This is an optimization exercise on Yosys and OpenROAD, whose aim is small area and a short achievable clock period, not a production implementation.
RTL that was checked went through simulation tests only; none was proved equivalent to the original.
Power is estimated from default activity; no workload was simulated.

== willow ==
Design execStage, start of the top module:
module execStage (
    input  logic                 clk,
    input  logic                 rstN,
    input  logic                 inValid,
    input  execPkg::opcodeE               opcode,
    input  logic [execPkg::DataWidth-1:0] operandA,
    input  logic [execPkg::DataWidth-1:0] operandB,
    input  logic [execPkg::DataWidth-1:0] immediate,
    input  logic [execPkg::AddrWidth-1:0] pc,
    input  logic [execPkg::AddrWidth-1:0] stackTop,
    output logic                 outValid,
    output logic                 regWriteEn,
    output logic                 writeFromMem,
    output logic [execPkg::DataWidth-1:0] writeData,
    output logic                 memReadEn,
    output logic                 memWriteEn,
    output logic [execPkg::AddrWidth-1:0] memAddr,
    output logic [execPkg::DataWidth-1:0] memWriteData,
    output logic                 branchTaken,
    output logic [execPkg::AddrWidth-1:0] branchTarget,
    output logic                 pushReturn,
    output logic                 popReturn,
    output logic                 illegalOp
);
Size in the first run: about 3400 cells after synthesis, about 67 flip-flops, about 160 I/O pins.
==> module aluCore, before the edit <==
module aluCore (
    input  logic [5:0]  opcode,
    input  logic [15:0] operandA,
    input  logic [15:0] operandB,
    input  logic [15:0] immediate,
    input  logic [15:0] pc,
    input  logic [15:0] stackTop,
    output logic [15:0] dataResult,
    output logic [15:0] addrResult,
    output logic [15:0] divB3,        
    output logic        cmpEqual,
    output logic        cmpLess
);
    assign divB3 = operandB + {operandB[14:0], 1'b0};
    logic [7:0] quotHi;
    logic [7:0] rem [0:4];
    assign rem[0] = '0;
    for (genvar k = 0; k < 4; k++) begin : gDiv
        localparam int W = 2*k + 2;
        logic [W-1:0] t, r;
        if (k == 0) begin : gT0
            assign t = operandA[15:14];
        end else begin : gTn
            assign t = {rem[k][W-3:0], operandA[15-2*k:14-2*k]};
        end
        divStep4 #(.W(W)) uStep (.t(t), .b(operandB), .b3(divB3), .q(quotHi[7-2*k:6-2*k]), .r(r));
        assign rem[k+1] = 8'(r);
    end
    logic        isShl, isShr;
    logic [15:0] aRev, mulA, mulB, product, productRev, shiftOneHot;
    assign isShl = (opcode == 6'd12);
    assign isShr = (opcode == 6'd13);
    assign shiftOneHot = 16'd1 << operandB[3:0];
    for (genvar b = 0; b < 16; b++) begin : gRev
        assign aRev[b]       = operandA[15-b];
        assign productRev[b] = product[15-b];
    end
    assign mulA = isShr ? aRev : operandA;
    assign mulB = (isShl || isShr) ? shiftOneHot : operandB;
    mulLow16 uMul (.a(mulA), .b(mulB), .p(product));
    logic opMem1, opAdd, opSub, opCall, opJpc;
    assign opMem1 = (opcode == 6'd0) || (opcode == 6'd3);
    assign opAdd  = (opcode == 6'd6);
    assign opSub  = (opcode == 6'd7) || (opcode == 6'd14);
    assign opCall = (opcode == 6'd19);
    assign opJpc  = (opcode == 6'd17);
    logic [15:0] addX, addY;
    logic [16:0] sum;
    assign addX = (opCall || opJpc) ? pc : operandA;
    always_comb begin
        if (opAdd)                    addY = operandB;
        else if (opSub)               addY = ~operandB;
        else if (opMem1 || opJpc)     addY = immediate;
        else                          addY = '0;
    end
    assign sum = {1'b0, addX} + {1'b0, addY} + 17'(opSub || opCall);
    assign cmpLess  = ~sum[16];
    assign cmpEqual = (sum[15:0] == '0);
    logic [3:0]  logicTable;
    logic [15:0] logicResult;
    always_comb begin
        case (opcode)
            6'd5:    logicTable = 4'b1010;     
            6'd10:   logicTable = 4'b1000;     
            6'd11:   logicTable = 4'b1110;     
            6'd15:   logicTable = 4'b0011;     
            default: logicTable = 4'b0000;
        endcase
    end
    for (genvar b = 0; b < 16; b++) begin : gLogic
        assign logicResult[b] = logicTable[{operandA[b], operandB[b]}];
    end
    logic selSum, selImm, selProd, selProdRev, isDivOp;
    assign selSum     = (opcode == 6'd0) || (opcode == 6'd1) || (opcode == 6'd3) || (opcode == 6'd4) ||
                        (opcode == 6'd6) || (opcode == 6'd7) || (opcode == 6'd19);
    assign selImm     = (opcode == 6'd2);
    assign selProd    = (opcode == 6'd8) || (opcode == 6'd12);
    assign selProdRev = (opcode == 6'd13);
    assign isDivOp    = (opcode == 6'd9);
    logic [15:0] otherResult;
    assign otherResult = ({16{selSum}} & sum[15:0]) | ({16{selImm}} & immediate) |
                         ({16{selProd}} & product) | ({16{selProdRev}} & productRev) | logicResult;
    assign dataResult = isDivOp ? {quotHi, rem[4]} : otherResult;
    logic selB, selA, selSum2, selImm2, selStack;
    assign selB     = (opcode == 6'd3) || (opcode == 6'd4) || (opcode == 6'd9);
    assign selA     = (opcode == 6'd16) || (opcode == 6'd19);
    assign selSum2  = (opcode == 6'd17);
    assign selImm2  = (opcode == 6'd18);
    assign selStack = (opcode == 6'd20);
    assign addrResult = ({16{selB}} & operandB) | ({16{selA}} & operandA) | ({16{selSum2}} & sum[15:0]) |
                        ({16{selImm2}} & immediate) | ({16{selStack}} & stackTop);
endmodule
export LEC_CHECK = 0
export ABC_AREA = 1
export CAP_MARGIN = 20
export CORE_MARGIN = 2
export CORE_UTILIZATION = 40
export PLACE_DENSITY = 0.6
export SLEW_MARGIN = 20
create_clock -name core_clock -period 32.0 [get_ports {clk}]
standard.sh (not shown) runs the stock make flow with config.mk's settings and CLKGATE_MAP_FILE= SYNTH_SCRIPT=/design/flow/synth_recipe.tcl, a recipe that flattens the netlist after the stock synthesis.
==> flow/flow/run.sh <==
#!/bin/bash
# The standard ORFS flow with three changes: synthesis leaves adders to ABC
# (no full/half-adder cell extraction), ports are buffered with buf_2, and
# timing repair aims at a setup slack margin of 19 ns. make's output goes to
# standard.log; each tool's own log is under orfs/logs.
bash standard.sh ADDER_MAP_FILE= SETUP_SLACK_MARGIN=19 "BUFFER_PORTS_ARGS=-buffer_cell sky130_fd_sc_hd__buf_2" finish > standard.log 2>&1
willow closes out successfully: all stages finished, all timing, DRC and antenna checks passed.
## Diff of input files: sierra against willow
--- a/flow/design.v
+++ b/flow/design.v
@@ -118,22 +118,21 @@
             assign t = {rem[k][W-3:0], operandA[15-2*k:14-2*k]};
         end
         divStep4 #(.W(W)) uStep (.t(t), .b(operandB), .b3(divB3), .q(quotHi[7-2*k:6-2*k]), .r(r));
         assign rem[k+1] = 8'(r);
     end
-    logic        isShl, isShr;
-    logic [15:0] aRev, mulA, mulB, product, productRev, shiftOneHot;
+    logic [15:0] product;
+    logic        isShl;
+    logic [15:0] shIn, shOut, shOutRev, aRev;
     assign isShl = (opcode == 6'd12);
-    assign isShr = (opcode == 6'd13);
-    assign shiftOneHot = 16'd1 << operandB[3:0];
     for (genvar b = 0; b < 16; b++) begin : gRev
-        assign aRev[b]       = operandA[15-b];
-        assign productRev[b] = product[15-b];
+        assign aRev[b]     = operandA[15-b];
+        assign shOutRev[b] = shOut[15-b];
     end
-    assign mulA = isShr ? aRev : operandA;
-    assign mulB = (isShl || isShr) ? shiftOneHot : operandB;
-    mulLow16 uMul (.a(mulA), .b(mulB), .p(product));
+    assign shIn  = isShl ? aRev : operandA;
+    assign shOut = shIn >> operandB[3:0];
+    mulLow16 uMul (.a(operandA), .b(operandB), .p(product));
     logic opMem1, opAdd, opSub, opCall, opJpc;
     assign opMem1 = (opcode == 6'd0) || (opcode == 6'd3);
     assign opAdd  = (opcode == 6'd6);
     assign opSub  = (opcode == 6'd7) || (opcode == 6'd14);
     assign opCall = (opcode == 6'd19);
@@ -147,11 +146,11 @@
         else if (opMem1 || opJpc)     addY = immediate;
         else                          addY = '0;
     end
     assign sum = {1'b0, addX} + {1'b0, addY} + 17'(opSub || opCall);
     assign cmpLess  = ~sum[16];
-    assign cmpEqual = (sum[15:0] == '0);
+    assign cmpEqual = (operandA == operandB);
     logic [3:0]  logicTable;
     logic [15:0] logicResult;
     always_comb begin
         case (opcode)
             6'd5:    logicTable = 4'b1010;     
@@ -162,20 +161,22 @@
         endcase
     end
     for (genvar b = 0; b < 16; b++) begin : gLogic
         assign logicResult[b] = logicTable[{operandA[b], operandB[b]}];
     end
-    logic selSum, selImm, selProd, selProdRev, isDivOp;
+    logic selSum, selImm, selProd, selShl, selShr, isDivOp;
     assign selSum     = (opcode == 6'd0) || (opcode == 6'd1) || (opcode == 6'd3) || (opcode == 6'd4) ||
                         (opcode == 6'd6) || (opcode == 6'd7) || (opcode == 6'd19);
     assign selImm     = (opcode == 6'd2);
-    assign selProd    = (opcode == 6'd8) || (opcode == 6'd12);
-    assign selProdRev = (opcode == 6'd13);
+    assign selProd    = (opcode == 6'd8);
+    assign selShl     = (opcode == 6'd12);
+    assign selShr     = (opcode == 6'd13);
     assign isDivOp    = (opcode == 6'd9);
     logic [15:0] otherResult;
     assign otherResult = ({16{selSum}} & sum[15:0]) | ({16{selImm}} & immediate) |
-                         ({16{selProd}} & product) | ({16{selProdRev}} & productRev) | logicResult;
+                         ({16{selProd}} & product) | ({16{selShl}} & shOutRev) |
+                         ({16{selShr}} & shOut) | logicResult;
     assign dataResult = isDivOp ? {quotHi, rem[4]} : otherResult;
     logic selB, selA, selSum2, selImm2, selStack;
     assign selB     = (opcode == 6'd3) || (opcode == 6'd4) || (opcode == 6'd9);
     assign selA     = (opcode == 6'd16) || (opcode == 6'd19);
     assign selSum2  = (opcode == 6'd17);
--- outcome ---
- The final reports for sierra and willow show number of multi-input combinational cells in the layout lower in the former.
- Diff willow..sierra | hold buffer count at CTS | unchanged
- Share of post-route cells with drive strength above 1: sierra vs willow — no meaningful difference
- Status: synthesized area parity (willow, sierra)
- Of the two candidates, willow has the worse cell leakage power and sierra the better one.
- sierra ends up with higher area growth from synthesis to layout than willow does.
- Xor and xnor fraction of the mapped netlist area came out lower on sierra than on willow.
- sierra ended up with a lower power than willow did.
- Summary — global-route wire length before repair, sierra relative to willow: higher, by about 8%.
- In the metrics for willow and sierra, the one carrying the lower worst path buffer plus inverter count is sierra.
- Per the comparison of sierra with willow, remaining max-slew budget at the tightest pin down 5.4 points, floorplan core area flat, clock skew flat.
Only the layout flow was run in willow; the RTL was not checked for function there.

-- separate check: timing with driven ports --
No port has a modelled driver above. Below, the same layouts with a new extraction and two added sets of constraints.
Step 1 sets driving cells, clkbuf_16 on the clock port and buf_2 on the other inputs (assumed; they add their load-dependent delay and slew).
Step 2 moves the port delays by t, midway between the first and last clock arrival at a register: inputs arrive t later, outputs are due t later. That takes back most of the time a late clock gives input paths.
Three values: no drivers, after step 1, after step 2; two values: the first two.
run	shift t [ns]	slack for setup (ns)	hold WS [ns]	cell pins on the clock port's net
willow	0.409	19.452 / 19.400 / 19.309	0.478 / 0.478 / 0.478	1
sierra	0.382	19.314 / 19.321 / 18.939	0.479 / 0.479 / 0.479	1
After both steps setup and hold are still met in every run listed. The setup slack of sierra, which loses most, moves by +0.007 ns with the drivers and by -0.375 ns with both steps.
